This design comes from an exercise in tuning for small area on the open sky130 flow, not from production work. Function was checked by simulation only, so behaviour that the tests miss may differ from the original. Power and IR drop assume default switching activity.

### flow/flow/run.sh
#!/bin/bash
# Layout flow: the standard synthesis, then its combinational logic
# re-mapped by ABC with a stronger area script (registers, their names and
# cells untouched), then the standard layout from that netlist.
# Each tool's output goes to a log file of its own in this folder.
set -euo pipefail

LIB=$FLOW_HOME/platforms/$FLOW_PLATFORM/lib/sky130_fd_sc_hd__tt_025C_1v80.lib
RES=orfs/results/$FLOW_PLATFORM/snow_scene_top/base
LOGS=orfs/logs/$FLOW_PLATFORM/snow_scene_top/base

# 1. Standard synthesis
bash standard.sh synth > 1_standard_synth.log 2>&1
cp $RES/1_2_yosys.v 1_2_yosys_standard.v

# 2. Re-map the combinational logic; keep the standard netlist if this fails
python3 flow/gen_cells.py "$LIB" cells_comb.v > 2_gen_cells.log 2>&1
DONT_USE=$(grep -o -- '-dont_use [A-Za-z0-9_]*' $LOGS/1_2_yosys.log | sort -u | tr '\n' ' ')
if yosys -p "
    read_liberty -lib $LIB
    read_verilog cells_comb.v
    read_verilog 1_2_yosys_standard.v
    hierarchy -top $FLOW_TOP
    techmap -autoproc -map cells_comb.v
    flatten
    opt -full
    techmap
    opt -fast
    abc -liberty $LIB $DONT_USE -script $PWD/flow/reopt.abc
    opt_clean -purge
    hilomap -singleton -hicell sky130_fd_sc_hd__conb_1 HI -locell sky130_fd_sc_hd__conb_1 LO
    splitnets
    opt_clean -purge
    tee -o 3_reopt_stat.txt stat -liberty $LIB
    read_liberty -lib $LIB
    check -assert -mapped
    write_verilog -noattr -nohex -nodec 1_2_yosys_reopt.v
  " > 3_reopt_yosys.log 2>&1; then
  n_std=$(grep -c 'sky130_fd_sc_hd__dfxtp' 1_2_yosys_standard.v || true)
  n_new=$(grep -c 'sky130_fd_sc_hd__dfxtp' 1_2_yosys_reopt.v || true)
  if [[ "$n_std" == "$n_new" ]]; then
    cp 1_2_yosys_reopt.v $RES/1_2_yosys.v
    touch $RES/1_2_yosys.v
    echo "using the re-mapped netlist ($n_new registers)" > 4_choice.log
  else
    echo "register count changed ($n_std -> $n_new): standard netlist kept" > 4_choice.log
  fi
else
  echo "re-map failed: standard netlist kept" > 4_choice.log
fi

# 3. Standard layout from the chosen netlist, with the smallest buffer on
#    each input and output port
export BUFFER_PORTS_ARGS="-buffer_cell sky130_fd_sc_hd__buf_1"
bash standard.sh > 5_standard_layout.log 2>&1
### flow/flow/gen_cells.py
"""Write Verilog models of the combinational cells of a liberty file.

usage: python3 gen_cells.py LIB OUT.v
Each cell with only combinational output functions becomes a module with
one assign per output; sequential, tristate and function-less cells are
left out, so they stay black boxes.
"""
import re
import sys

lib, out = sys.argv[1], sys.argv[2]
text = open(lib).read()
mods = []
for chunk in re.split(r'\n\s*cell\s*\(\s*"?', text)[1:]:
    name = re.match(r'\w+', chunk).group(0)
    if re.search(r'\b(ff|latch|statetable)\s*\(', chunk) or 'three_state' in chunk:
        continue
    ins, outs = [], []
    for pin, body in re.findall(r'pin\s*\(\s*"?(\w+)"?\s*\)\s*\{(.*?)\n\s{8}\}', chunk, re.S):
        d = re.search(r'direction\s*:\s*"?(\w+)"?', body)
        if not d:
            continue
        if d.group(1) == 'input':
            ins.append(pin)
        elif d.group(1) == 'output':
            f = re.search(r'function\s*:\s*"([^"]*)"', body)
            if not f:
                outs = None
                break
            outs.append((pin, f.group(1).replace('!', '~').replace('+', '|').replace('*', '&')))
    if not outs:
        continue
    s = 'module %s(%s);\n' % (name, ', '.join(ins + [o for o, _ in outs]))
    s += ''.join('  input %s;\n' % i for i in ins)
    s += ''.join('  output %s;\n  assign %s = %s;\n' % (o, o, f) for o, f in outs)
    mods.append(s + 'endmodule\n')
open(out, 'w').write(''.join(mods))
print('%d combinational cell models' % len(mods))
### flow/flow/reopt.abc
strash
ifraig
dc2
balance; resub -K 6; rewrite; resub -K 6 -N 2; refactor; resub -K 8; balance; resub -K 8 -N 2; rewrite; resub -K 10; rewrite -z; resub -K 10 -N 2; balance; resub -K 12; refactor -z; resub -K 12 -N 2; rewrite -z; balance
dc2
balance; resub -K 6; rewrite; resub -K 6 -N 2; refactor; resub -K 8; balance; resub -K 8 -N 2; rewrite; resub -K 10; rewrite -z; resub -K 10 -N 2; balance; resub -K 12; refactor -z; resub -K 12 -N 2; rewrite -z; balance
dch -f
map -a
topo
### flow/standard.sh
#!/bin/bash
# synth_recipe.tcl (not shown) runs the flow's synth.tcl, then flattens the netlist and writes it again
# the make line also repeats each setting of config.mk as NAME=value (left out here)
make -C /OpenROAD-flow-scripts/flow DESIGN_CONFIG=/design/flow/config.mk WORK_HOME=/design/flow/orfs CLKGATE_MAP_FILE= SYNTH_SCRIPT=/design/flow/synth_recipe.tcl "${@:-finish}"
### flow/config.mk
export PLATFORM = sky130hd
export DESIGN_NAME = snow_scene_top
export DESIGN_NICKNAME = snow_scene_top
export VERILOG_FILES = /design/flow/design.v
export SDC_FILE = /design/flow/constraint.sdc
export NUM_CORES = 4
export LEC_CHECK = 0
export ABC_AREA = 1
export CAP_MARGIN = 20
export CORE_MARGIN = 2
export CORE_UTILIZATION = 40
export CTS_BUF_LIST = sky130_fd_sc_hd__clkbuf_16
export CTS_CLUSTER_DIAMETER = 80
export CTS_CLUSTER_SIZE = 25
export GPL_TIMING_DRIVEN = 0
export SLEW_MARGIN = 20
### flow/constraint.sdc
create_clock -name core_clock -period 14.0 [get_ports {clk_i}]
set_input_delay 2.8000 -clock core_clock [delete_from_list [all_inputs] [get_ports {clk_i}]]
set_output_delay 2.8000 -clock core_clock [all_outputs]
set_load 0.01 [all_outputs]
### flow/design.v
`default_nettype none
package scene_pkg;
    typedef struct packed {
        logic [7:0] r;
        logic [7:0] g;
        logic [7:0] b;
    } rgb_t;
    typedef struct packed {
        logic [11:0] x;     
        logic [10:0] y;     
    } raster_pos_t;
    typedef struct packed {
        logic d;     
        logic v;
        logic h;
    } sync_t;
    typedef struct packed {
        logic v;
        logic h;
    } blank_t;
endpackage
`default_nettype wire
`timescale 1ns/1ps
`default_nettype none
module raster_tracker
(
    input  wire logic        clk_i,
    input  wire logic        rst_i,
    input  wire logic        cen_i,         
    input  scene_pkg::blank_t           blank_i,
    output logic [10:0]      xo_o,          
    output logic [10:0]      yo_o,          
    output logic [6:0]       xh_m1_o,       
    output logic [6:0]       yh_m1_o,       
    output logic             dot_x_o,       
    output logic             dot_y_o,       
    output logic             frame_tick_o   
);
    function automatic logic [11:0] inc11(input logic [10:0] a, input logic cin);
        logic c;
        c = cin;
        for (int i = 0; i < 11; i++) begin
            inc11[i] = a[i] ^ c;
            c        = a[i] & c;
        end
        inc11[11] = c;
    endfunction
    function automatic logic [6:0] inc6(input logic [5:0] a, input logic cin);
        logic c;
        c = cin;
        for (int i = 0; i < 6; i++) begin
            inc6[i] = a[i] ^ c;
            c       = a[i] & c;
        end
        inc6[6] = c;
    endfunction
    scene_pkg::blank_t blank_q;
    logic [10:0] xo_q;
    logic [10:0] yo_q;
    logic [5:0]  cx_q;           
    logic [5:0]  cy_q;           
    logic [11:0] xo_inc;
    logic [11:0] yo_inc;
    logic [6:0]  cx_inc;
    logic [6:0]  cy_inc;
    logic h_fall;
    logic h_rise;
    logic v_fall;
    logic x_load;
    logic x_step;
    logic y_load;
    logic y_step;
    assign h_fall = blank_q.h & ~blank_i.h;
    assign h_rise = ~blank_q.h & blank_i.h;
    assign v_fall = blank_q.v & ~blank_i.v;
    assign x_load = rst_i | (cen_i & h_fall);
    assign x_step = cen_i & ~blank_i.h;
    assign y_load = rst_i | (cen_i & v_fall);
    assign y_step = cen_i & h_rise;
    assign xo_inc = inc11(xo_q, x_step);
    assign yo_inc = inc11(yo_q, y_step);
    assign cx_inc = inc6(cx_q, x_step);
    assign cy_inc = inc6(cy_q, y_step);
    always_ff @(posedge clk_i) begin
        if (rst_i) begin
            blank_q <= '0;
        end else if (cen_i) begin
            blank_q <= blank_i;
        end
    end
    always_ff @(posedge clk_i) begin
        xo_q <= x_load ? 11'd7 : xo_inc[10:0];
        cx_q <= x_load ? 6'd34 : cx_inc[6] ? 6'd14 : cx_inc[5:0];
        yo_q <= y_load ? 11'd7 : yo_inc[10:0];
        cy_q <= y_load ? 6'd34 : cy_inc[6] ? 6'd14 : cy_inc[5:0];
    end
    function automatic logic [6:0] dec7(input logic [6:0] a);
        logic b;
        b = 1'b1;
        for (int i = 0; i < 7; i++) begin
            dec7[i] = a[i] ^ b;
            b       = ~a[i] & b;
        end
    endfunction
    assign xh_m1_o = dec7(xo_q[10:4]);
    assign yh_m1_o = dec7(yo_q[10:4]);
    assign xo_o = xo_q;
    assign yo_o = yo_q;
    assign dot_x_o = cx_q[5] & cx_q[4] & cx_q[3] & ~(cx_q[2] & cx_q[1]);
    assign dot_y_o = cy_q[5] & cy_q[4] & cy_q[3] & ~(cy_q[2] & cy_q[1]);
    assign frame_tick_o = cen_i & v_fall;
endmodule
`default_nettype wire
`timescale 1ns/1ps
`default_nettype none
module snowflake_unit
#(
    parameter int unsigned FLAKE_INDEX = 0
) (
    input  wire logic        clk_i,
    input  wire logic        rst_i,
    input  wire logic        frame_tick_i,    
    input  wire logic [10:0] xo_i,            
    input  wire logic [10:0] yo_i,            
    input  wire logic [6:0]  xh_m1_i,         
    input  wire logic [6:0]  yh_m1_i,         
    output logic [10:0]      flake_x_o,
    output logic [10:0]      flake_y_o,
    output logic [10:0]      u_o,             
    output logic [10:0]      v_o,             
    output logic             hit_o
);
    function automatic logic [11:0] add11(input logic [10:0] a, input logic [10:0] b,
                                          input logic cin);
        logic c;
        c = cin;
        for (int i = 0; i < 11; i++) begin
            add11[i] = a[i] ^ b[i] ^ c;
            c        = (a[i] & b[i]) | (a[i] & c) | (b[i] & c);
        end
        add11[11] = c;
    endfunction
    function automatic logic flake_hit(input logic [10:0] u, input logic [10:0] v);
        logic [2:0] dx;
        logic [2:0] dy;
        dx = u[3] ? {u[2] ^ (u[1] & u[0]), u[1] ^ u[0], ~u[0]} : ~u[2:0];
        dy = v[3] ? {v[2] ^ (v[1] & v[0]), v[1] ^ v[0], ~v[0]} : ~v[2:0];
        flake_hit = (u[10:4] == 7'd0) && (v[10:4] == 7'd0) &&
                    (u[3:0] != 4'd15) && (v[3:0] != 4'd15) &&
                    ((dx[2:1] == 2'd0) || (dy[2:1] == 2'd0) || (dx == dy));
    endfunction
    localparam int unsigned INIT_X = (160 * FLAKE_INDEX) % 1920;
    localparam int unsigned INIT_Y = (90 * FLAKE_INDEX) % 1080;
    localparam int unsigned FLAKE_SPEED = (FLAKE_INDEX % 8) + 1;
    localparam logic [10:0] WRAP_Y = 1080 - FLAKE_SPEED;
    localparam logic [10:0] SPEED  = FLAKE_SPEED;
    localparam logic [10:0] STEP_L = 137 % 128;
    logic [10:0] flake_x_q;
    logic [10:0] flake_y_q;
    logic        wrap;          
    logic        move;          
    logic        jump;          
    logic [11:0] y_sum;         
    logic [11:0] l_sum;         
    logic [11:0] h_sum;         
    logic [3:0]  h_next;        
    logic [10:0] y_next;
    logic [10:0] x_next;
    logic [11:0] u;
    logic [11:0] v;
    assign move   = frame_tick_i;
    assign wrap   = add11(flake_y_q, ~WRAP_Y, 1'b1) >> 11;
    assign jump   = move & wrap;
    assign y_sum  = add11(flake_y_q, move ? SPEED : 11'd0, 1'b0);
    assign y_next = jump ? 11'd0 : y_sum[10:0];
    assign l_sum  = add11({4'd0, flake_x_q[6:0]}, jump ? STEP_L : 11'd0, 1'b0);
    assign h_sum  = add11({7'd0, flake_x_q[10:7]}, {10'd0, jump}, l_sum[7]);
    assign h_next = (h_sum[4:0] == 5'd15) ? 4'd0 :
                    (h_sum[4:0] == 5'd16) ? 4'd1 : h_sum[3:0];
    assign x_next = {h_next, l_sum[6:0]};
    always_ff @(posedge clk_i) begin
        if (rst_i) begin
            flake_x_q <= 11'(INIT_X);
            flake_y_q <= 11'(INIT_Y);
        end else begin
            flake_x_q <= x_next;
            flake_y_q <= y_next;
        end
    end
    function automatic logic [4:0] sub4(input logic [3:0] a, input logic [3:0] b);
        logic c;
        c = 1'b1;
        for (int i = 0; i < 4; i++) begin
            sub4[i] = a[i] ^ ~b[i] ^ c;
            c       = (a[i] & ~b[i]) | (a[i] & c) | (~b[i] & c);
        end
        sub4[4] = ~c;
    endfunction
    assign flake_x_o = flake_x_q;
    assign flake_y_o = flake_y_q;
    if (FLAKE_INDEX < 4) begin : g_offsets
        assign u = add11(xo_i, ~flake_x_q, 1'b1);
        assign v = add11(yo_i, ~flake_y_q, 1'b1);
    end else begin : g_split
        logic [4:0] ul;
        logic [4:0] vl;
        logic       u_in;
        logic       v_in;
        assign ul   = sub4(xo_i[3:0], flake_x_q[3:0]);
        assign vl   = sub4(yo_i[3:0], flake_y_q[3:0]);
        assign u_in = ul[4] ? (xh_m1_i == flake_x_q[10:4]) : (xo_i[10:4] == flake_x_q[10:4]);
        assign v_in = vl[4] ? (yh_m1_i == flake_y_q[10:4]) : (yo_i[10:4] == flake_y_q[10:4]);
        assign u    = {7'd0, ~u_in, ul[3:0]};
        assign v    = {7'd0, ~v_in, vl[3:0]};
    end
    assign u_o   = u[10:0];
    assign v_o   = v[10:0];
    assign hit_o = flake_hit(u[10:0], v[10:0]);
endmodule
module snowflake_twin
#(
    parameter int unsigned FLAKE_INDEX = 8        
) (
    input  wire logic [10:0] flake_x_i,       
    input  wire logic [10:0] flake_y_i,
    input  wire logic [10:0] u_i,             
    input  wire logic [10:0] v_i,
    output logic             hit_o
);
    function automatic logic [11:0] add11(input logic [10:0] a, input logic [10:0] b,
                                          input logic cin);
        logic c;
        c = cin;
        for (int i = 0; i < 11; i++) begin
            add11[i] = a[i] ^ b[i] ^ c;
            c        = (a[i] & b[i]) | (a[i] & c) | (b[i] & c);
        end
        add11[11] = c;
    endfunction
    function automatic logic flake_hit(input logic [10:0] u, input logic [10:0] v);
        logic [2:0] dx;
        logic [2:0] dy;
        dx = u[3] ? {u[2] ^ (u[1] & u[0]), u[1] ^ u[0], ~u[0]} : ~u[2:0];
        dy = v[3] ? {v[2] ^ (v[1] & v[0]), v[1] ^ v[0], ~v[0]} : ~v[2:0];
        flake_hit = (u[10:4] == 7'd0) && (v[10:4] == 7'd0) &&
                    (u[3:0] != 4'd15) && (v[3:0] != 4'd15) &&
                    ((dx[2:1] == 2'd0) || (dy[2:1] == 2'd0) || (dx == dy));
    endfunction
    localparam bit ODD_PHASE = (FLAKE_INDEX == 11);
    localparam logic [10:0] Y_LOW   = 1080 / 3;                           
    localparam logic [10:0] X_OV_LO = 1920 - 1280;                        
    localparam logic [10:0] X_OV_HI = 1920 - 1280 - 137;        
    logic        low;           
    logic        ov;            
    logic [10:0] ku;            
    logic [10:0] kv;            
    logic [11:0] u;
    logic [11:0] v;
    assign low = add11(flake_y_i, ~Y_LOW, 1'b1) >> 11;
    assign ov  = add11(flake_x_i, low ? ~X_OV_HI : ~X_OV_LO, 1'b1) >> 11;
    assign ku = low ? (ov ? 11'd503 : 11'd631)       
                    : (ov ? 11'd640 : 11'd768);      
    assign kv = low ? {8'd45, 1'b0, ODD_PHASE & flake_y_i[1], 1'b0} : 11'd1328;
    assign u = add11(u_i, ku, 1'b0);
    assign v = add11(v_i, kv, 1'b0);
    assign hit_o = flake_hit(u[10:0], v[10:0]);
endmodule
`default_nettype wire
`timescale 1ns/1ps
`default_nettype none
module pacman_sprite
(
    input  wire logic [10:0] xo_i,      
    input  wire logic [10:0] yo_i,      
    output logic             hit_o
);
    logic [10:0] rel_x;         
    logic [10:0] rel_y;         
    logic [4:0]  ax;
    logic [4:0]  ay;
    logic        x_in;
    logic        y_in;
    logic [4:0]  w_left;        
    logic [4:0]  w_right;       
    function automatic logic [10:0] add11(input logic [10:0] a, input logic [10:0] b,
                                          input logic cin);
        logic c;
        c = cin;
        for (int i = 0; i < 11; i++) begin
            add11[i] = a[i] ^ b[i] ^ c;
            c        = (a[i] & b[i]) | (a[i] & c) | (b[i] & c);
        end
    endfunction
    function automatic logic le5(input logic [4:0] a, input logic [4:0] b);
        logic c;
        c = 1'b1;
        for (int i = 0; i < 5; i++) begin
            c = (b[i] & ~a[i]) | (b[i] & c) | (~a[i] & c);
        end
        le5 = c;
    endfunction
    function automatic logic [4:0] neg5(input logic [4:0] a);
        logic c;
        c = 1'b1;
        for (int i = 0; i < 5; i++) begin
            neg5[i] = ~a[i] ^ c;
            c       = ~a[i] & c;
        end
    endfunction
    localparam logic [10:0] PAC_XO = 960 + 7;
    localparam logic [10:0] PAC_YO = 250 + 7;
    assign rel_x = add11(xo_i, ~PAC_XO, 1'b1);
    assign rel_y = add11(yo_i, ~PAC_YO, 1'b1);
    assign x_in = (rel_x[10:5] == 6'h00) ? (rel_x[4:0] != 5'd30 && rel_x[4:0] != 5'd31)
                : (rel_x[10:5] == 6'h3f) ? (rel_x[4:2] != 3'd0 || rel_x[1:0] == 2'd3) : 1'b0;
    assign y_in = (rel_y[10:5] == 6'h00) ? (rel_y[4:0] != 5'd30 && rel_y[4:0] != 5'd31)
                : (rel_y[10:5] == 6'h3f) ? (rel_y[4:2] != 3'd0 || rel_y[1:0] == 2'd3) : 1'b0;
    assign ax = rel_x[10] ? neg5(rel_x[4:0]) : rel_x[4:0];
    assign ay = rel_y[10] ? neg5(rel_y[4:0]) : rel_y[4:0];
    localparam logic [159:0] W_LEFT  = {5'd0, 5'd0, 5'd7, 5'd10, 5'd13, 5'd14, 5'd16, 5'd17, 5'd19, 5'd20, 5'd21, 5'd22, 5'd23, 5'd23, 5'd24, 5'd25, 5'd25, 5'd26, 5'd27, 5'd27, 5'd27, 5'd28, 5'd28, 5'd28, 5'd29, 5'd29, 5'd29, 5'd29, 5'd29, 5'd29, 5'd29, 5'd29};
    localparam logic [159:0] W_RIGHT = {5'd0, 5'd0, 5'd7, 5'd10, 5'd13, 5'd14, 5'd16, 5'd17, 5'd19, 5'd20, 5'd21, 5'd22, 5'd23, 5'd23, 5'd24, 5'd22, 5'd21, 5'd19, 5'd18, 5'd17, 5'd15, 5'd14, 5'd12, 5'd11, 5'd9, 5'd8, 5'd7, 5'd5, 5'd4, 5'd2, 5'd1, 5'd0};
    assign w_left  = W_LEFT[ay * 5 +: 5];
    assign w_right = W_RIGHT[ay * 5 +: 5];
    assign hit_o = x_in && y_in &&
                   ((rel_x[10] || rel_x[4:0] == 5'd0) ? le5(ax, w_left) : le5(ax, w_right));
endmodule
`default_nettype wire
`timescale 1ns/1ps
`default_nettype none
module scene_compositor
(
    input  wire logic                    clk_i,
    input  wire logic                    rst_i,
    input  wire logic                    cen_i,
    input  wire logic [10:0]             xo_i,           
    input  wire logic [10:0]             yo_i,           
    input  wire logic                    dot_x_i,        
    input  wire logic                    dot_y_i,        
    input  wire logic [12-1:0] flake_hit_i,
    input  wire logic                    pac_hit_i,
    input  scene_pkg::sync_t             sync_i,
    output scene_pkg::rgb_t              rgb_o,
    output scene_pkg::sync_t             sync_o
);
    logic        in_field;
    logic        dot_hit;
    logic        flake_hit;
    logic        rg_q;          
    logic        b_q;           
    scene_pkg::sync_t sync_q;
    assign in_field = (|xo_i[10:7]) && !(&xo_i[10:8] && (xo_i[7] || xo_i[6])) &&
                      (|yo_i[10:7]) && !yo_i[10];
    assign dot_hit   = in_field && dot_x_i && dot_y_i;
    assign flake_hit = |flake_hit_i;
    always_ff @(posedge clk_i) begin
        if (rst_i) begin
            rg_q   <= 1'b0;
            b_q    <= 1'b0;
            sync_q <= '0;
        end else if (cen_i) begin
            rg_q   <= flake_hit || pac_hit_i || dot_hit;
            b_q    <= flake_hit || (dot_hit && !pac_hit_i);
            sync_q <= sync_i;
        end
    end
    assign rgb_o  = {{16{rg_q}}, {8{b_q}}};
    assign sync_o = sync_q;
endmodule
`default_nettype wire
`timescale 1ns/1ps
`default_nettype none
module snow_scene_top
(
    input  wire logic  clk_i,
    input  wire logic  rst_i,
    input  wire logic  cen_i,        
    input  scene_pkg::rgb_t       vid_rgb_i,    
    input  scene_pkg::blank_t      blank_i,
    input  scene_pkg::sync_t      sync_i,
    output scene_pkg::sync_t      sync_o,       
    output scene_pkg::rgb_t       rgb_o
);
    logic [10:0]             xo;
    logic [10:0]             yo;
    logic [6:0]              xh_m1;
    logic [6:0]              yh_m1;
    logic                    dot_x;
    logic                    dot_y;
    logic                    frame_tick;
    logic [12-1:0] flake_hit;
    logic                    pac_hit;
    raster_tracker u_raster_tracker (
        .clk_i        (clk_i),
        .rst_i        (rst_i),
        .cen_i        (cen_i),
        .blank_i      (blank_i),
        .xo_o         (xo),
        .yo_o         (yo),
        .xh_m1_o      (xh_m1),
        .yh_m1_o      (yh_m1),
        .dot_x_o      (dot_x),
        .dot_y_o      (dot_y),
        .frame_tick_o (frame_tick)
    );
    logic [10:0] flake_x [8];
    logic [10:0] flake_y [8];
    logic [10:0] flake_u [8];
    logic [10:0] flake_v [8];
    for (genvar i = 0; i < 8; i++) begin : gen_flakes
        snowflake_unit #(
            .FLAKE_INDEX (i)
        ) u_flake (
            .clk_i        (clk_i),
            .rst_i        (rst_i),
            .frame_tick_i (frame_tick),
            .xo_i         (xo),
            .yo_i         (yo),
            .xh_m1_i      (xh_m1),
            .yh_m1_i      (yh_m1),
            .flake_x_o    (flake_x[i]),
            .flake_y_o    (flake_y[i]),
            .u_o          (flake_u[i]),
            .v_o          (flake_v[i]),
            .hit_o        (flake_hit[i])
        );
    end
    for (genvar i = 8; i < 12; i++) begin : gen_twins
        snowflake_twin #(
            .FLAKE_INDEX (i)
        ) u_twin (
            .flake_x_i (flake_x[i - 8]),
            .flake_y_i (flake_y[i - 8]),
            .u_i       (flake_u[i - 8]),
            .v_i       (flake_v[i - 8]),
            .hit_o     (flake_hit[i])
        );
    end
    pacman_sprite u_pacman (
        .xo_i  (xo),
        .yo_i  (yo),
        .hit_o (pac_hit)
    );
    scene_compositor u_compositor (
        .clk_i       (clk_i),
        .rst_i       (rst_i),
        .cen_i       (cen_i),
        .xo_i        (xo),
        .yo_i        (yo),
        .dot_x_i     (dot_x),
        .dot_y_i     (dot_y),
        .flake_hit_i (flake_hit),
        .pac_hit_i   (pac_hit),
        .sync_i      (sync_i),
        .rgb_o       (rgb_o),
        .sync_o      (sync_o)
    );
endmodule
`default_nettype wire
==> results of run 1 <==
-- cell type report --
class,count,area [sq um]
clock buffers,21,526
clock inverters,15,175
fillers,4316,22100
inverters,359,1350
multi-input cells,2060,10600
flip-flops and latches,212,4250
well taps,525,657
repair buffers,35,156
-- power by group through the flow --
stage                     combinational (W)  clock (W)  sequential [W]
after floorplan                    0.000182          0        0.000639
after global placement             0.000244          0        0.000644
after detailed placement           0.000248          0        0.000645
after CTS                          0.000249   0.000609        0.000631
after global routing               0.000284   0.000628        0.000632
final                              0.000253   0.000594        0.000631
-- state kept, by name (all words and copies together), names as in the netlist --
register,flops
gen_flakes.u_flake.flake_y_q,83
u_raster_tracker.cy_q,6
u_raster_tracker.xo_q,11
gen_flakes.u_flake.flake_x_q,88
u_raster_tracker.yo_q,11
u_compositor.sync_q,3
u_compositor.b_q,1
u_compositor.rg_q,1
u_raster_tracker.cx_q,6
u_raster_tracker.blank_q,2
-- worst max-delay path: cells and delay by family (launching register included) --
family | cells | cell delay, ns
AOI/OAI and AO/OA | 16 | 4.42
buffers and inverters | 2 | 1.07
DFF | 1 | 1.06
and+or+nand+nor | 3 | 0.47
-- metrics by stage --
step	power [W]	hold slack (ns)	utilization	instances
2_1_floorplan	0.000821	0.430	-	2631
3_3_place_gp	0.000888	0.466	0.427	3190
3_5_place_dp	0.000892	0.472	0.428	3191
4_1_cts	0.00149	0.484	0.445	3227
5_1_grt	0.00154	0.505	0.445	3227
6_report	0.00148	0.486	0.445	3227
-- per-layer routing --
| metal | global-route usage | up-vias |
|---|---|---|
| li1 | - | 8833 |
| met1 | 0.327 | 7818 |
| met2 | 0.431 | 516 |
| met3 | 0.0263 | 129 |
| met4 | 0.107 | 0 |
| met5 | 0 | - |
-- final timing paths --
| kind | start | to | slack, ns | cells after the start |
|---|---|---|---|---|
| hold / removal | u_raster_tracker.cy_q[3] | u_raster_tracker.cy_q[3] | 0.49 | 2 |
| setup reg to reg | u_raster_tracker.yo_q[3] | u_compositor.rg_q | 6.84 | 21 |
| setup / recovery | u_raster_tracker.yo_q[3] | u_compositor.rg_q | 6.84 | 21 |
| hold reg to reg | u_raster_tracker.cy_q[3] | u_raster_tracker.cy_q[3] | 0.49 | 2 |
-- layout by cell type (no fill, tap or decap), types with 5 or more instances in the layout --
| cell type | instances |
|---|---|
| nor2_1 | 587 |
| nand2_1 | 406 |
| clkinv_1 | 358 |
| o21ai_0 | 258 |
| dfxtp_1 | 211 |
| xor2_1 | 162 |
| a21oi_1 | 153 |
| nor3_1 | 111 |
| xnor2_1 | 100 |
| nand3_1 | 46 |
| buf_1 | 33 |
| o31ai_1 | 22 |
| or2_2 | 22 |
| nor4_1 | 21 |
| clkbuf_16 | 21 |
| a31oi_1 | 17 |
| a22oi_1 | 17 |
| nand4_1 | 16 |
| o22ai_1 | 16 |
| o211ai_1 | 14 |
| a211oi_1 | 9 |
| o2111ai_1 | 9 |
| a311oi_1 | 7 |
| a2111oi_0 | 5 |
==> results.cfg, run 1 <==
[global_routing]
grt_overflow = 0
grt_pass1_vias = 15900
antenna_found_initial = 0
grt_max_degree = 97
grt_util_all_layers = 0.253
grt_pass1_wl_um = 83700

[finish]
fin_nets = 2720
fin_area_sq_um = 17700
diodes = 0
drive_above_1_share = 0.0318
area_growth_syn_to_layout_pct = 9.43

[setup_path]
criticalPathCategory = reg2reg
cp_max_fo = 13
cp.arrival_ns = 7.60
worstSetupEndpointType = flip-flop
path_cells = clkinv_1 > nor2_1 > nor2_1 > a21oi_1 > o21ai_0 > o22ai_1 > a221oi_1 > o211ai_1 > a21oi_1 > nand2_1 > a2111oi_0 > o2111ai_1 > o32a_2 > o311ai_0 > a311oi_1 > o21ai_0 > a311oi_1 > o311ai_1 > a41oi_1 > clkinv_1 > o221a_2
cp_slowest_cell = dfxtp_1
startpoint_type = flip-flop
cp_data_required_time_ns = 14.43
cpPeakStageDelay_ns = 1.06

[timing]
finalCriticalPeriod_ns = 7.16
setup_tns_ns = 0
drv_slew = 0
finalSetupViolCount = 0
hold_viol_final = 0
tightestPinTransition_ns = 1.11
finalCritPeriodShare = 0.512
maxSlewHeadroom = 0.262
timing.fmax_mhz = 140
layout_setup_ws_ns = 6.84
rsz0062_at_grt = false
finClkSkew_ns = 0.0316

[clocking]
cts_setup_buffers = 0
cts_hold_buf = 0
cts_sinks = 212
clk_latency_ns = 0.55
cts_resized = 0
cts_max_path_buffers = 3
h-tree-depth = 1
tritoncts = done
cts_buffers = 20
clkTransAtPathRegs_ns = 0.08
cts_root_buffer = clkbuf_16

[yosys]
synthCells = 2631
syn_avg_cell_area_sq_um = 6.16
yosys_warnings = 20
synth_area_sq_um = 16200
synth.net_count = 2663

[detailed_routing]
wl_met2_um = 24000
wl_per_cell_um = 16.4
drc_errors = 0
via_per_inst = 5.36
highest_layer = met4
first_iter_violations = 1205
drtAntennaViolNets = 0
met1_length_um = 23700
met3_length_um = 2930
totalWireLength_um = 53000
first_pass_iters = 6
vias = 17300

[place]
routabilityCongestion = 0.932
hpwl_um = 37600
place_ws_ns = 6.36
portBuffers = 34
placed_area_sq_um = 17000

[power]
pwr-share-comb = 0.171
peakVddDrop_v = 0.0000986
seqPwrFrac = 0.427
netSwitchingFraction = 0.332
p_int_w = 0.000988
switching_power_w = 0.000490
powerDensity_nw_per_um2 = 83.4
clock_power_share = 0.402
p_leak_nw = 6.45

[floorplan]
dieArea_sq_um = 42100
die_h_um = 205
initial_core_util = 0.407
ios = 59
core_area_sq_um = 39800
die_w_um = 205
rows = 73

[min_path]
hold_class = reg2reg

[run]
cap_viol_max_count = 0

[status]
status = finished clean
==> inputs of run 2 (changes only) <==
==> flow/flow/reopt.abc (replaced) <==
strash
ifraig
dc2
balance; resub -K 6; rewrite; resub -K 6 -N 2; refactor; resub -K 8; balance; resub -K 8 -N 2; rewrite; resub -K 10; rewrite -z; resub -K 10 -N 2; balance; resub -K 12; refactor -z; resub -K 12 -N 2; rewrite -z; balance
dc2
balance; resub -K 6; rewrite; resub -K 6 -N 2; refactor; resub -K 8; balance; resub -K 8 -N 2; rewrite; resub -K 10; rewrite -z; resub -K 10 -N 2; balance; resub -K 12; refactor -z; resub -K 12 -N 2; rewrite -z; balance
dc2
balance; resub -K 6; rewrite; resub -K 6 -N 2; refactor; resub -K 8; balance; resub -K 8 -N 2; rewrite; resub -K 10; rewrite -z; resub -K 10 -N 2; balance; resub -K 12; refactor -z; resub -K 12 -N 2; rewrite -z; balance
dch -f
amap -m
topo
==> results.cfg, run 2 <==
[finish]
top_regs = gen_flakes.u_flake.flake_x_q (88), gen_flakes.u_flake.flake_y_q (83)
layout_commonest_cell = nor2_1
area_growth_syn_to_layout_pct = 9.90
drive_above_1_share = 0.0166
largest_reg_flops = 88
final_cell_mix = nor2_1 (468), o21ai_0 (310), clkinv_1 (301)
nFillCells = 3948
diodes = 0
largest_register = gen_flakes.u_flake.flake_x_q
fin_nets = 2486

[timing]
finClkSkew_ns = 0.0270
layout_setup_ws_ns = 5.98
timing.fmax_mhz = 125
hold_viol_final = 0
rsz0062_at_grt = false
tightestPinTransition_ns = 1.16
finalCriticalPeriod_ns = 8.02
maxSlewHeadroom = 0.225
finalCritPeriodShare = 0.573
drv_slew = 0
setup_tns_ns = 0
finalSetupViolCount = 0

[place]
portBuffers = 34
routabilityCongestion = 0.914
place_ws_ns = 5.15
hpwl_um = 37200

[power]
p_int_w = 0.000982
p_leak_nw = 5.50
netSwitchingFraction = 0.332
peakVddDrop_v = 0.0000654
clock_power_share = 0.407
pwr-share-comb = 0.164
switching_power_w = 0.000487
powerDensity_nw_per_um2 = 88.3
p_total_w = 0.00147
seqPwrFrac = 0.429

[setup_path]
worstSetupEndpointType = flip-flop
cp.arrival_ns = 8.48
criticalPathCategory = in2reg
cp_max_fo = 21
startpoint_type = input pin
cp_data_required_time_ns = 14.46

[clocking]
cts_resized = 0
cts_hold_buf = 0
cts_buffers = 18
clkTransAtPathRegs_ns = 0.09
cts_setup_buffers = 0
tritoncts = done
cts_sinks = 212
clk_latency_ns = 0.54
cts_root_buffer = clkbuf_16
h-tree-depth = 1
cts_max_path_buffers = 3

[global_routing]
antenna_found_initial = 0
grt_pass1_vias = 15500
grt_pass1_wl_um = 83300
grt_max_degree = 72
grt_overflow = 0
grt_util_all_layers = 0.271

[detailed_routing]
via_per_inst = 5.86
drtAntennaViolNets = 0
first_iter_violations = 1392
drc_errors = 0
totalWireLength_um = 53400
vias = 17400
first_pass_iters = 6
wl_per_cell_um = 17.9

[yosys]
yosys_warnings = 20
synth_area_sq_um = 15100
synthCells = 2399
syn_avg_cell_area_sq_um = 6.31
synth.net_count = 2431

[floorplan]
dieArea_sq_um = 39400
die_w_um = 199
rows = 71
ios = 59
die_h_um = 199
initial_core_util = 0.404
core_area_sq_um = 37500

[status]
status = finished clean

[min_path]
hold_class = reg2reg

[run]
cap_viol_max_count = 0
[run 2: area by class of cell]
class	instances	area [sq um]	share of cell area
clock inverters	13	219	0.0132
repair buffers	35	149	0.00895
flip-flops and latches	212	4250	0.255
clock buffers	19	475	0.0286
multi-input cells	1884	9760	0.587
well taps	511	639	0.0384
inverters	303	1140	0.0687
[run 2: final timing paths]
kind | cells after the start | endpoint | slack (ns) | from
min reg2reg | 2 | gen_flakes[7].u_flake.flake_y_q[1] | 0.46 | gen_flakes[7].u_flake.flake_y_q[1]
max | 24 | gen_flakes[7].u_flake.flake_x_q[9] | 5.98 | cen_i
min | 2 | gen_flakes[7].u_flake.flake_y_q[1] | 0.46 | gen_flakes[7].u_flake.flake_y_q[1]
max reg2reg | 28 | u_compositor.rg_q | 7.15 | u_raster_tracker.yo_q[1]
[run 2: metrics by stage]
stage,instances,hold slack (ns),util,cell area (sq um)
after CTS,2977,0.467,0.443,16600
after floorplan,2399,0.436,-,15100
after global placement,2944,0.448,0.424,15900
after global routing,2977,0.487,0.444,16600
after detailed placement,2945,0.453,0.425,15900
final,2977,0.463,0.444,16600
[run 2: power by group through the flow]
stage	Sequential, W	Combinational [W]	Clock [W]
finish	0.000630	0.000241	0.000598
global route	0.000630	0.000269	0.000635
CTS	0.000629	0.000238	0.000612
detailed placement	0.000643	0.000236	0
global placement	0.000642	0.000232	0
floorplan	0.000636	0.000170	0
[run 2: worst max-delay path: stages]
cell and delay, ns:
buf_1 0.62, clkinv_1 0.56, nor2_1 0.29, nand2_2 0.42, clkinv_1 0.49, o211ai_1 0.50, nor2_1 0.36, nand2_1 0.11
nor2_1 0.22, nor3_1 0.10, nor2_1 0.18, nor2_1 0.08, and2_0 0.19, nand2_1 0.10, clkinv_1 0.07, nor2_1 0.14
clkinv_1 0.10, o21ai_0 0.21, nand2_1 0.13, nor2_1 0.16, nand2_1 0.09, o21ai_0 0.10, o21ai_0 0.17, a211oi_1 0.26
[run 2: layer usage]
layer / routed length [um] / up-vias / part of all wire / global-route usage
met2: 22800 / 568 / 0.43 / 0.432
met4: 2200 / 0 / 0.041 / 0.103
met1: 24200 / 7895 / 0.45 / 0.366
met5: 0 / - / 0 / 0
li1: - / 8866 / - / -
met3: 4240 / 103 / 0.079 / 0.0451
==> inputs of run 3 (changes only) <==
--- a/flow/flow/run.sh
+++ b/flow/flow/run.sh
@@ -49,7 +49,5 @@
   echo "re-map failed: standard netlist kept" > 4_choice.log
 fi
 
-# 3. Standard layout from the chosen netlist, with the smallest buffer on
-#    each input and output port
-export BUFFER_PORTS_ARGS="-buffer_cell sky130_fd_sc_hd__buf_1"
+# 3. Standard layout from the chosen netlist
 bash standard.sh > 5_standard_layout.log 2>&1
==> flow/flow/reopt.abc (replaced) <==
strash
ifraig
dc2
balance; resub -K 6; rewrite; resub -K 6 -N 2; refactor; resub -K 8; balance; resub -K 8 -N 2; rewrite; resub -K 10; rewrite -z; resub -K 10 -N 2; balance; resub -K 12; refactor -z; resub -K 12 -N 2; rewrite -z; balance
dc2
balance; resub -K 6; rewrite; resub -K 6 -N 2; refactor; resub -K 8; balance; resub -K 8 -N 2; rewrite; resub -K 10; rewrite -z; resub -K 10 -N 2; balance; resub -K 12; refactor -z; resub -K 12 -N 2; rewrite -z; balance
dch -f
map -a
topo
--- a/flow/config.mk
+++ b/flow/config.mk
@@ -12,5 +12,4 @@
 export CTS_BUF_LIST = sky130_fd_sc_hd__clkbuf_16
 export CTS_CLUSTER_DIAMETER = 80
 export CTS_CLUSTER_SIZE = 25
-export GPL_TIMING_DRIVEN = 0
 export SLEW_MARGIN = 20
==> results.cfg, run 3 <==
[global_routing]
grt_util_all_layers = 0.250
grt_pass1_vias = 15700
grt_max_degree = 68
grt_overflow = 0
grt_pass1_wl_um = 82300
antenna_found_initial = 0

[setup_path]
cp.arrival_ns = 7.22
cp_max_fo = 22
cp_common_cell = nor2_1
cpPeakStageDelay_ns = 0.69
cp_data_required_time_ns = 14.42
startpoint_type = input pin
criticalPathCategory = in2reg
worstSetupEndpointType = flip-flop
path_cells = clkdlybuf4s50_1 > clkinv_1 > nor2_1 > nand2_1 > buf_4 > clkinv_1 > nand3_1 > nor2_1 > nand2_1 > nor2_1 > nor3_1 > nor2_1 > nor2_1 > nand2_1 > clkinv_1 > nand2_1 > o21ai_0 > xor2_1 > nand3_1 > o21ai_0 > nor3_1
cp_slowest_cell = clkdlybuf4s50_1

[yosys]
synth.net_count = 2663
syn_avg_cell_area_sq_um = 6.16
synth_area_sq_um = 16200
synthCells = 2631
yosys_warnings = 20

[finish]
largest_reg_flops = 88
layout_commonest_cell = nor2_1
fin_area_sq_um = 18100
diodes = 0
final_core_util = 0.455
largest_register = gen_flakes.u_flake.flake_x_q
multi_input_area_sq_um = 10600
top_regs = gen_flakes.u_flake.flake_x_q (88), gen_flakes.u_flake.flake_y_q (83)
drive_above_1_share = 0.0403
fin_nets = 2748
regArea_sq_um = 4240
area_growth_syn_to_layout_pct = 11.9
final_cell_mix = nor2_1 (587), nand2_1 (407), clkinv_1 (359)
nFillCells = 4274

[floorplan]
rows = 73
initial_core_util = 0.407
dieArea_sq_um = 42100
die_h_um = 205
ios = 59
core_area_sq_um = 39800
die_w_um = 205

[timing]
finalCriticalPeriod_ns = 6.80
finClkSkew_ns = 0.0148
drv_slew = 0
whs_ns = 0.483
hold_viol_final = 0
tightestPinTransition_ns = 0.954
rsz0062_at_grt = false
setup_tns_ns = 0
maxSlewHeadroom = 0.364
finalCritPeriodShare = 0.486
timing.fmax_mhz = 147
finalSetupViolCount = 0

[detailed_routing]
drc_errors = 0
wl_per_cell_um = 16.2
via_per_inst = 5.34
drtAntennaViolNets = 0
first_iter_violations = 1118
first_pass_iters = 6
totalWireLength_um = 52900
vias = 17400

[clocking]
cts_buffers = 21
tritoncts = done
cts_root_buffer = clkbuf_16
cts_sinks = 212
cts_resized = 0
cts_max_path_buffers = 3
cts_setup_buffers = 0
cts_hold_buf = 0
clkTransAtPathRegs_ns = 0.08
clk_latency_ns = 0.54
h-tree-depth = 1

[place]
routabilityCongestion = 0.942
hpwl_um = 38400
portBuffers = 34
placed_area_sq_um = 17400

[power]
peakVddDrop_v = 0.000105
powerDensity_nw_per_um2 = 83.3
p_leak_nw = 6.67

[min_path]
hold_class = reg2reg

[status]
status = finished clean

[run]
cap_viol_max_count = 0
==> run 3: cell type report <==
type / instances / share of cell area
tap: 525 / 0.0362
multi-input combinational: 2060 / 0.585
clock buffer: 21 / 0.0290
inverter: 359 / 0.0743
sequential: 212 / 0.234
timing repair buffer: 62 / 0.0304
clock inverter: 17 / 0.0108
==> run 3: stage by stage <==
step | power, W | setup slack, ns | std cells
detailed placement | 0.000908 | 6.62 | 3218
global placement | 0.000904 | 6.74 | 3218
CTS | 0.00152 | 7.19 | 3256
global route | 0.00158 | 6.70 | 3256
finish | 0.00151 | 7.20 | 3256
floorplan | 0.000821 | 8.08 | 2631
==> run 3: final timing paths <==
path                                                     startpoint                                   to  slack (ns)  cells past startpoint
worst min register to register  gen_flakes[4].u_flake.flake_y_q[10]  gen_flakes[4].u_flake.flake_y_q[10]        0.48                      2
worst max register to register             u_raster_tracker.xo_q[1]                    u_compositor.rg_q        7.29                     22
worst max-delay path                                          cen_i   gen_flakes[7].u_flake.flake_x_q[9]        7.20                     21
worst min-delay path            gen_flakes[4].u_flake.flake_y_q[10]  gen_flakes[4].u_flake.flake_y_q[10]        0.48                      2
==> run 3: per-layer routing <==
metal,wire length [um],share of wire,global-route usage
met4,2180,0.041,0.0976
met5,0,0,0
met1,23900,0.45,0.325
met2,23400,0.44,0.418
met3,3430,0.065,0.0326
==> run 3: power breakdown <==
part	leakage, nW	internal, W	switching, W
Sequential	1.71	0.000609	0.00000882
Combinational	4.60	0.0000973	0.000184
Clock	0.356	0.000324	0.000286
Total	6.67	0.00103	0.000479
==> run 3: worst max-delay path, delay by kind of cell <==
family          cells  cell delay [ns]
compound gates      2             0.48
xor+xnor            1             0.23
buf+inv             5             1.63
simple gates       13             2.06
==> inputs of run 4 (changes only) <==
--- a/flow/flow/run.sh
+++ b/flow/flow/run.sh
@@ -49,5 +49,9 @@
   echo "re-map failed: standard netlist kept" > 4_choice.log
 fi
 
-# 3. Standard layout from the chosen netlist
+# 3. Standard layout from the chosen netlist, with the smallest buffer on
+#    each input and output port and a clock tree without dummy loads
+export BUFFER_PORTS_ARGS="-buffer_cell sky130_fd_sc_hd__buf_1"
+# Clock tree: the settings of config.mk, without dummy loads
+export CTS_ARGS="-sink_clustering_enable -repair_clock_nets -sink_clustering_size 25 -sink_clustering_max_diameter 80 -buf_list sky130_fd_sc_hd__clkbuf_16 -dont_use_dummy_load"
 bash standard.sh > 5_standard_layout.log 2>&1
==> flow/flow/reopt.abc (replaced) <==
strash
ifraig
dc2
balance; resub -K 6; rewrite; resub -K 6 -N 2; refactor; resub -K 8; balance; resub -K 8 -N 2; rewrite; resub -K 10; rewrite -z; resub -K 10 -N 2; balance; resub -K 12; refactor -z; resub -K 12 -N 2; rewrite -z; balance
dc2
balance; resub -K 6; rewrite; resub -K 6 -N 2; refactor; resub -K 8; balance; resub -K 8 -N 2; rewrite; resub -K 10; rewrite -z; resub -K 10 -N 2; balance; resub -K 12; refactor -z; resub -K 12 -N 2; rewrite -z; balance
dc2
balance; resub -K 6; rewrite; resub -K 6 -N 2; refactor; resub -K 8; balance; resub -K 8 -N 2; rewrite; resub -K 10; rewrite -z; resub -K 10 -N 2; balance; resub -K 12; refactor -z; resub -K 12 -N 2; rewrite -z; balance
dch -f
amap -m
topo
--- a/flow/config.mk
+++ b/flow/config.mk
@@ -12,4 +12,5 @@
 export CTS_BUF_LIST = sky130_fd_sc_hd__clkbuf_16
 export CTS_CLUSTER_DIAMETER = 80
 export CTS_CLUSTER_SIZE = 25
+export GPL_TIMING_DRIVEN = 0
 export SLEW_MARGIN = 20
==> results.cfg, run 4 <==
[floorplan]
rows = 71
ios = 59
core_area_sq_um = 37500
die_w_um = 199
dieArea_sq_um = 39400
initial_core_util = 0.404
die_h_um = 199

[power]
p_leak_nw = 5.39
powerDensity_nw_per_um2 = 81.1
peakVddDrop_v = 0.0000649

[finish]
layout_commonest_cell = nor2_1
fin_area_sq_um = 16400
area_growth_syn_to_layout_pct = 8.29
diodes = 0
final_cell_mix = nor2_1 (468), o21ai_0 (310), clkinv_1 (301)
largest_register = gen_flakes.u_flake.flake_x_q
top_regs = gen_flakes.u_flake.flake_x_q (88), gen_flakes.u_flake.flake_y_q (83)
fin_nets = 2486
drive_above_1_share = 0.0110
largest_reg_flops = 88

[setup_path]
startpoint_type = input pin
cp_data_required_time_ns = 14.44
r2r_setup_slack_ns = 7.13
criticalPathCategory = in2reg
cp.arrival_ns = 8.42
worstSetupEndpointType = flip-flop
cp_max_fo = 21

[timing]
hold_viol_final = 0
rsz0062_at_grt = false
finalCritPeriodShare = 0.570
maxSlewHeadroom = 0.206
layout_setup_ws_ns = 6.02
tightestPinTransition_ns = 1.19
finClkSkew_ns = 0.0556
finalCriticalPeriod_ns = 7.98
setup_tns_ns = 0
whs_ns = 0.460
finalSetupViolCount = 0
drv_slew = 0
timing.fmax_mhz = 125

[yosys]
yosys_warnings = 20
synth.net_count = 2431
syn_avg_cell_area_sq_um = 6.31
synthCells = 2399
synth_area_sq_um = 15100

[detailed_routing]
via_per_inst = 5.84
first_pass_iters = 5
wl_per_cell_um = 18.0
first_iter_violations = 1364
drc_errors = 0
totalWireLength_um = 53300
drtAntennaViolNets = 0
vias = 17300

[clocking]
clkTransAtPathRegs_ns = 0.07
cts_root_buffer = clkbuf_16
cts_setup_buffers = 0
cts_buffers = 18
cts_sinks = 212
tritoncts = done
h-tree-depth = 1
cts_hold_buf = 0
cts_resized = 0
clk_latency_ns = 0.53
cts_max_path_buffers = 3

[place]
hpwl_um = 37200
placed_area_sq_um = 15900
portBuffers = 34
routabilityCongestion = 0.914
place_ws_ns = 5.15

[global_routing]
grt_pass1_vias = 15500
grt_overflow = 0
antenna_found_initial = 0
grt_pass1_wl_um = 83100
grt_max_degree = 72
grt_util_all_layers = 0.270

[run]
cap_viol_max_count = 0

[min_path]
hold_class = reg2reg

[status]
status = finished clean
## run 4: changes by cell type in the layout (fill, tap and decap cells not counted), sizes merged, moves of 18 or more
cell,before,now
o22ai,16,134
o21ai,259,312
nor3,112,73
nor2,587,468
a211oi,9,79
a22oi,17,73
nand2,407,292
o31ai,22,4
o21a,4,40
clkdlybuf4s50,34,0
xor2,162,2
clkinv,366,302
xnor2,100,0
## run 4: routing by layer
metal | GRT usage | vias up | routed length, um
li1 | - | 8861 | -
met1 | 0.363 | 7784 | 24300
met2 | 0.430 | 551 | 22600
met3 | 0.0465 | 108 | 4130
met4 | 0.109 | 0 | 2340
met5 | 0 | - | 0
## run 4: where the power goes
group	switching [W]	internal (W)	total (W)
sequential	0.0000207	0.000609	0.000630
combinational	0.000163	0.0000780	0.000241
clock	0.000230	0.000227	0.000457
## run 4: layout make-up
type                    instances  area [sq um]
clock buffers                  18           450
fillers                      3967         21100
inverters                     303          1140
multi-input cells            1884          9760
flip-flops and latches        212          4250
well taps                     511           639
repair buffers                 35           149
## run 4: worst max-delay path, cell delays in order
cell	delay, ns
buf_1	0.60
clkinv_1	0.55
nor2_1	0.29
nand2_2	0.43
clkinv_1	0.48
o211ai_1	0.50
nor2_1	0.36
nand2_1	0.11
nor2_1	0.22
nor3_1	0.10
nor2_1	0.19
nor2_1	0.08
and2_0	0.19
nand2_1	0.10
clkinv_1	0.07
nor2_1	0.14
clkinv_1	0.10
o21ai_0	0.21
nand2_1	0.12
nor2_1	0.16
nand2_1	0.09
o21ai_0	0.10
o21ai_0	0.17
a211oi_1	0.26
## run 4: worst paths after layout
path                                           start                                  to  cells past startpoint
setup reg to reg            u_raster_tracker.yo_q[1]                   u_compositor.rg_q                     28
hold reg to reg   gen_flakes[7].u_flake.flake_y_q[1]  gen_flakes[7].u_flake.flake_y_q[1]                      2
hold / removal    gen_flakes[7].u_flake.flake_y_q[1]  gen_flakes[7].u_flake.flake_y_q[1]                      2
setup / recovery                               cen_i  gen_flakes[7].u_flake.flake_x_q[9]                     24
## run 4: per-stage QoR
step | utilization | power, W | std cells
floorplan | - | 0.000806 | 2399
global route | 0.437 | 0.00139 | 2963
CTS | 0.437 | 0.00134 | 2963
global placement | 0.424 | 0.000874 | 2944
detailed placement | 0.425 | 0.000879 | 2945
finish | 0.437 | 0.00133 | 2963
==> inputs of run 5 (changes only) <==
--- a/flow/design.v
+++ b/flow/design.v
@@ -261,8 +261,16 @@
     assign ku = low ? (ov ? 11'd503 : 11'd631)       
                     : (ov ? 11'd640 : 11'd768);      
     assign kv = low ? {8'd45, 1'b0, ODD_PHASE & flake_y_i[1], 1'b0} : 11'd1328;
-    assign u = add11(u_i, ku, 1'b0);
-    assign v = add11(v_i, kv, 1'b0);
+    logic [11:0] ul;
+    logic [11:0] vl;
+    logic [11:0] uh_zero;
+    logic [11:0] vh_zero;
+    assign ul      = add11({7'd0, u_i[3:0]}, {7'd0, ku[3:0]}, 1'b0);
+    assign vl      = add11({7'd0, v_i[3:0]}, {7'd0, kv[3:0]}, 1'b0);
+    assign uh_zero = add11({4'd0, ~ku[10:4]}, {10'd0, ~ul[4]}, 1'b0);      
+    assign vh_zero = add11({4'd0, ~kv[10:4]}, {10'd0, ~vl[4]}, 1'b0);
+    assign u = {1'b0, (u_i[10:4] == uh_zero[6:0]) ? 7'd0 : 7'd1, ul[3:0]};
+    assign v = {1'b0, (v_i[10:4] == vh_zero[6:0]) ? 7'd0 : 7'd1, vl[3:0]};
     assign hit_o = flake_hit(u[10:0], v[10:0]);
 endmodule
 `default_nettype wire
==> results.cfg, run 5 <==
[setup_path]
cp_data_required_time_ns = 14.35
cp_common_cell = nor2_1
r2r_setup_slack_ns = 7.27
cp_max_fo = 21
cp.arrival_ns = 7.98
path_cells = buf_1 > clkinv_1 > nor2_1 > nand2_1 > clkinv_1 > nand3b_1 > nor2_1 > nand2_1 > nor2_1 > nor3_1 > nor2_1 > nor2_1 > nand2_1 > nor2_1 > nor2_1 > nand2_1 > o21ai_0 > nand2_1 > o21ai_0 > nor4_1 > nand2b_1 > a211oi_1
reg2reg_depth = 24
r2r-end = u_compositor.b_q
cpPeakStageDelay_ns = 0.96
startpoint_type = input pin
r2r-start = u_raster_tracker.yo_q[0]
worstSetupEndpointType = flip-flop
cp_slowest_cell = clkinv_1
criticalPathCategory = in2reg

[finish]
largest_register = gen_flakes.u_flake.flake_x_q
layout_commonest_cell = nor2_1
area_growth_syn_to_layout_pct = 7.81
fin_cells = 2844
diodes = 0
final_cell_mix = nor2_1 (427), clkinv_1 (308), o21ai_0 (291)
multi_input_area_sq_um = 9440
regArea_sq_um = 4250
largest_reg_flops = 88
top_regs = gen_flakes.u_flake.flake_x_q (88), gen_flakes.u_flake.flake_y_q (83)
nFillCells = 3836
drive_above_1_share = 0.00968
fin_nets = 2410

[floorplan]
ios = 59
die_w_um = 197
core_area_sq_um = 36500
initial_core_util = 0.406
rows = 70
die_h_um = 197
dieArea_sq_um = 38600

[clocking]
clk_latency_ns = 0.51
cts_buffers = 16
cts_resized = 0
cts_max_path_buffers = 3
tritoncts = done
cts_hold_buf = 0
clkTransAtPathRegs_ns = 0.07
cts_root_buffer = clkbuf_16
cts_setup_buffers = 0
h-tree-depth = 1
cts_sinks = 212

[timing]
setup_tns_ns = 0
timing.fmax_mhz = 131
tightestPinTransition_ns = 1.11
drv_slew = 0
finalCritPeriodShare = 0.545
finalCriticalPeriod_ns = 7.63
finClkSkew_ns = 0.0377
hold_viol_final = 0
maxSlewHeadroom = 0.258
rsz0062_at_grt = false
finalSetupViolCount = 0

[place]
routabilityCongestion = 0.912
hpwl_um = 36300
portBuffers = 34
dp.cells = 2828

[global_routing]
grt_util_all_layers = 0.262
grt_max_degree = 69
grt_pass1_wl_um = 79300
grt_overflow = 0
antenna_found_initial = 0
grt_pass1_vias = 14800

[power]
p_leak_nw = 5.25
peakVddDrop_v = 0.0000789
powerDensity_nw_per_um2 = 80.9

[min_path]
holdCritStartpoint = gen_flakes[0].u_flake.flake_y_q[10]
hold_class = reg2reg
holdPathStages = 2
hold_end = gen_flakes[0].u_flake.flake_y_q[10]

[status]
status = finished clean

[detailed_routing]
first_iter_violations = 1569
drtAntennaViolNets = 0
wl_per_cell_um = 18.2
totalWireLength_um = 51800
vias = 17000
drc_errors = 0
first_pass_iters = 7
via_per_inst = 5.97

[yosys]
syn_avg_cell_area_sq_um = 6.38
yosys_warnings = 20
synth_area_sq_um = 14800
synth.net_count = 2357
synthCells = 2325

[run]
cap_viol_max_count = 0
run 5: worst max path at each step:
stage / start / to / slack, ns
finish: cen_i / gen_flakes[4].u_flake.flake_x_q[10] / 6.37
global route: cen_i / gen_flakes[4].u_flake.flake_x_q[10] / 5.80
CTS: cen_i / gen_flakes[4].u_flake.flake_x_q[10] / 6.45
detailed placement: cen_i / gen_flakes[4].u_flake.flake_x_q[10] / 5.98
global placement: rst_i / gen_flakes[0].u_flake.flake_y_q[9] / 4.31
floorplan: cen_i / gen_flakes[7].u_flake.flake_x_q[7] / 7.79
run 5: stage by stage:
stage	area [sq um]	power [W]	hold slack [ns]	setup slack (ns)	utilization
after detailed placement	15600	0.000873	0.471	5.98	0.427
final	16000	0.00129	0.482	6.37	0.438
after global placement	15500	0.000869	0.459	4.31	0.425
after global routing	16000	0.00135	0.512	5.80	0.438
after floorplan	14800	0.000801	0.445	7.79	-
after CTS	16000	0.00130	0.488	6.45	0.438
run 5: report_power, final:
part / switching [W] / internal (W) / total, W
logic: 0.000161 / 0.0000750 / 0.000236
registers: 0.0000205 / 0.000609 / 0.000630
clock network: 0.000224 / 0.000204 / 0.000427
total: 0.000405 / 0.000888 / 0.00129
run 5: worst max-delay path: cells and delay by family:
kind	cells	cell delay (ns)
simple gates	16	3.46
buf+inv	3	1.39
compound gates	3	0.30
run 5: final cells by class:
class / instances / share of cell area
multi-input combinational: 1804 / 0.590
sequential: 212 / 0.266
inverter: 309 / 0.0729
tap: 468 / 0.0366
clock buffer: 16 / 0.0251
timing repair buffer: 35 / 0.00932
run 5: per-layer routing:
layer  part of all wire  track usage  vias up  wire length [um]
met2               0.43        0.420      612             22400
met1               0.44        0.358     7679             23000
li1                   -            -     8570                 -
met3              0.078       0.0275      121              4030
met5                  0            0        -                 0
met4              0.047        0.117        0              2430
==> inputs of run 6 (changes only) <==
--- a/flow/flow/run.sh
+++ b/flow/flow/run.sh
@@ -53,5 +53,5 @@
 #    each input and output port and a clock tree without dummy loads
 export BUFFER_PORTS_ARGS="-buffer_cell sky130_fd_sc_hd__buf_1"
 # Clock tree: the settings of config.mk, without dummy loads
-export CTS_ARGS="-sink_clustering_enable -repair_clock_nets -sink_clustering_size 25 -sink_clustering_max_diameter 80 -buf_list sky130_fd_sc_hd__clkbuf_16 -dont_use_dummy_load"
+export CTS_ARGS="-sink_clustering_enable -repair_clock_nets -sink_clustering_size 24 -sink_clustering_max_diameter 70 -buf_list sky130_fd_sc_hd__clkbuf_8 -dont_use_dummy_load"
 bash standard.sh > 5_standard_layout.log 2>&1
--- a/flow/config.mk
+++ b/flow/config.mk
@@ -9,8 +9,8 @@
 export CAP_MARGIN = 20
 export CORE_MARGIN = 2
 export CORE_UTILIZATION = 40
-export CTS_BUF_LIST = sky130_fd_sc_hd__clkbuf_16
-export CTS_CLUSTER_DIAMETER = 80
-export CTS_CLUSTER_SIZE = 25
+export CTS_BUF_LIST = sky130_fd_sc_hd__clkbuf_8
+export CTS_CLUSTER_DIAMETER = 70
+export CTS_CLUSTER_SIZE = 24
 export GPL_TIMING_DRIVEN = 0
 export SLEW_MARGIN = 20
==> results.cfg, run 6 <==
[status]
status = finished clean

[power]
p_leak_nw = 5.20
peakVddDrop_v = 0.0000772
powerDensity_nw_per_um2 = 76.1

[timing]
timing.fmax_mhz = 132
finalCritPeriodShare = 0.540
finClkSkew_ns = 0.0641
rsz0062_at_grt = false
maxSlewHeadroom = 0.236
finalCriticalPeriod_ns = 7.56
drv_slew = 0
finalSetupViolCount = 0
tightestPinTransition_ns = 1.14
layout_setup_ws_ns = 6.44
setup_tns_ns = 0
whs_ns = 0.480
hold_viol_final = 0

[finish]
nFillCells = 3860
fin_area_sq_um = 15900
final_cell_mix = nor2_1 (427), clkinv_1 (308), o21ai_0 (291)
top_regs = gen_flakes.u_flake.flake_x_q (88), gen_flakes.u_flake.flake_y_q (83)
fin_nets = 2414
area_growth_syn_to_layout_pct = 6.96
largest_reg_flops = 88
layout_commonest_cell = nor2_1
drive_above_1_share = 0.0113
fin_cells = 2848
diodes = 0
largest_register = gen_flakes.u_flake.flake_x_q

[floorplan]
die_h_um = 197
die_w_um = 197
rows = 70
ios = 59
initial_core_util = 0.406
core_area_sq_um = 36500
dieArea_sq_um = 38600

[place]
dp.cells = 2828
place_ws_ns = 5.98
placed_area_sq_um = 15600
portBuffers = 34
hpwl_um = 36300
routabilityCongestion = 0.912

[clocking]
cts_setup_buffers = 0
cts_sinks = 212
cts_root_buffer = clkbuf_8
cts_buffers = 20
h-tree-depth = 1
cts_max_path_buffers = 3
cts_hold_buf = 0
tritoncts = done
clk_latency_ns = 0.55
clkTransAtPathRegs_ns = 0.08
cts_resized = 0

[setup_path]
path_buf_inv = 3
crit_path_end = gen_flakes[4].u_flake.flake_x_q[10]
crit_start = cen_i
cp.arrival_ns = 7.99
r2r-start = u_raster_tracker.yo_q[0]
criticalPathCategory = in2reg
cp_slowest_cell = clkinv_1
startpoint_type = input pin
r2r_setup_slack_ns = 7.36
path_cells = buf_1 > clkinv_1 > nor2_1 > nand2_1 > clkinv_1 > nand3b_1 > nor2_1 > nand2_1 > nor2_1 > nor3_1 > nor2_1 > nor2_1 > nand2_1 > nor2_1 > nor2_1 > nand2_1 > o21ai_0 > nand2_1 > o21ai_0 > nor4_1 > nand2b_1 > a211oi_1
r2r-end = u_compositor.b_q
cpPeakStageDelay_ns = 0.95
crit_family = simple AND/OR/NAND/NOR gates
cp_data_required_time_ns = 14.43
cp_max_fo = 21
cp_common_cell = nor2_1
worst-path-stages = 22
reg2reg_depth = 24
worstSetupEndpointType = flip-flop

[yosys]
synth.net_count = 2357
yosys_warnings = 20
synth_area_sq_um = 14800
syn_avg_cell_area_sq_um = 6.38
synthCells = 2325

[detailed_routing]
totalWireLength_um = 51700
via_per_inst = 5.95
drc_errors = 0
vias = 16900
first_pass_iters = 6
first_iter_violations = 1469
drtAntennaViolNets = 0
wl_per_cell_um = 18.1

[global_routing]
grt_pass1_wl_um = 79400
grt_pass1_vias = 14800
grt_overflow = 0
grt_util_all_layers = 0.263
antenna_found_initial = 0
grt_max_degree = 69

[min_path]
hold_class = reg2reg

[run]
cap_viol_max_count = 0
-- run 6: changes by cell type in the layout (fill, tap and decap cells not counted) --
cell       delta
clkbuf_16    -16
clkbuf_8     +20
-- run 6: per-stage QoR --
step                utilization  power (W)
finish                    0.434    0.00121
global route              0.434    0.00127
CTS                       0.434    0.00121
detailed placement        0.427   0.000873
global placement          0.425   0.000869
floorplan                     -   0.000801
-- run 6: where the power goes --
group          leakage [nW]  switching (W)  internal (W)
clock network         0.144       0.000215      0.000128
registers              1.71      0.0000208      0.000609
logic                  3.34       0.000160     0.0000750
total                  5.20       0.000395      0.000812
-- run 6: area by class of cell --
type / count / area (sq um) / area share
Multi-Input combinational cell: 1804 / 9440 / 0.595
Sequential cell: 212 / 4250 / 0.268
Inverter: 309 / 1160 / 0.0735
Tap cell: 468 / 586 / 0.0369
Clock buffer: 20 / 275 / 0.0174
Timing Repair Buffer: 35 / 149 / 0.00939
-- run 6: metal layers --
| layer | vias up | share of wire | global-route usage |
|---|---|---|---|
| li1 | 8595 | - | - |
| met1 | 7677 | 0.45 | 0.360 |
| met2 | 557 | 0.43 | 0.418 |
| met3 | 115 | 0.072 | 0.0272 |
| met4 | 0 | 0.049 | 0.119 |
| met5 | - | 0 | 0 |
-- run 6: tightest hold or removal path: cells and delay by family (launching register included) --
kind               cells  cell delay (ns)
AOI/OAI and AO/OA      1             0.07
DFF                    1             0.32
and+or+nand+nor        1             0.09
-- run 6: worst min path at each step --
| stage | from | to | slack (ns) | depth (start not counted) |
|---|---|---|---|---|
| detailed placement | gen_flakes[0].u_flake.flake_y_q[10] | gen_flakes[0].u_flake.flake_y_q[10] | 0.47 | 2 |
| finish | gen_flakes[0].u_flake.flake_y_q[1] | gen_flakes[0].u_flake.flake_y_q[2] | 0.48 | 2 |
| CTS | gen_flakes[0].u_flake.flake_y_q[1] | gen_flakes[0].u_flake.flake_y_q[2] | 0.48 | 2 |
| global placement | gen_flakes[7].u_flake.flake_y_q[10] | gen_flakes[7].u_flake.flake_y_q[10] | 0.46 | 2 |
| floorplan | gen_flakes[7].u_flake.flake_y_q[10] | gen_flakes[7].u_flake.flake_y_q[10] | 0.44 | 2 |
| global route | gen_flakes[4].u_flake.flake_x_q[4] | gen_flakes[4].u_flake.flake_x_q[4] | 0.51 | 2 |

-- port drivers added, routing unchanged --
Ports are ideal in the flow. The routed layouts listed here were re-timed in OpenROAD. Step 1, drivers: a clkbuf_16 drives clk_i and a buf_2 each remaining input, both assumed. Step 2 times the ports against the registers' clock, not the clock port: input delays grow and output delays shrink by t, the midpoint of the rising clock arrivals with the driver on. Three values: ideal ports, drivers, drivers and shift; two values: the first two.
run | shift t [ns] | slack for setup (ns) | hold slack, ns | clock arrival spread, ns | worst data-port slew with drivers (ns)
run 1 | 0.589 | 6.837 / 6.837 / 6.335 | 0.486 / 0.486 / 0.486 | 0.033 / 0.033 | 0.03
run 2 | 0.583 | 5.980 / 5.994 / 5.411 | 0.463 / 0.463 / 0.463 | 0.029 / 0.030 | 0.04
run 3 | 0.589 | 7.200 / 7.231 / 6.642 | 0.483 / 0.483 / 0.483 | 0.022 / 0.022 | 0.03
run 4 | 0.561 | 6.023 / 6.038 / 5.477 | 0.460 / 0.460 / 0.460 | 0.066 / 0.066 | 0.04
run 5 | 0.544 | 6.373 / 6.405 / 5.861 | 0.482 / 0.482 / 0.482 | 0.056 / 0.056 | 0.04
run 6 | 0.579 | 6.435 / 6.463 / 5.885 | 0.480 / 0.480 / 0.480 | 0.083 / 0.083 | 0.03
After both steps every run listed still meets setup and hold. The setup slack of run 2, which loses most, moves by +0.014 ns with the drivers and by -0.569 ns with both steps.
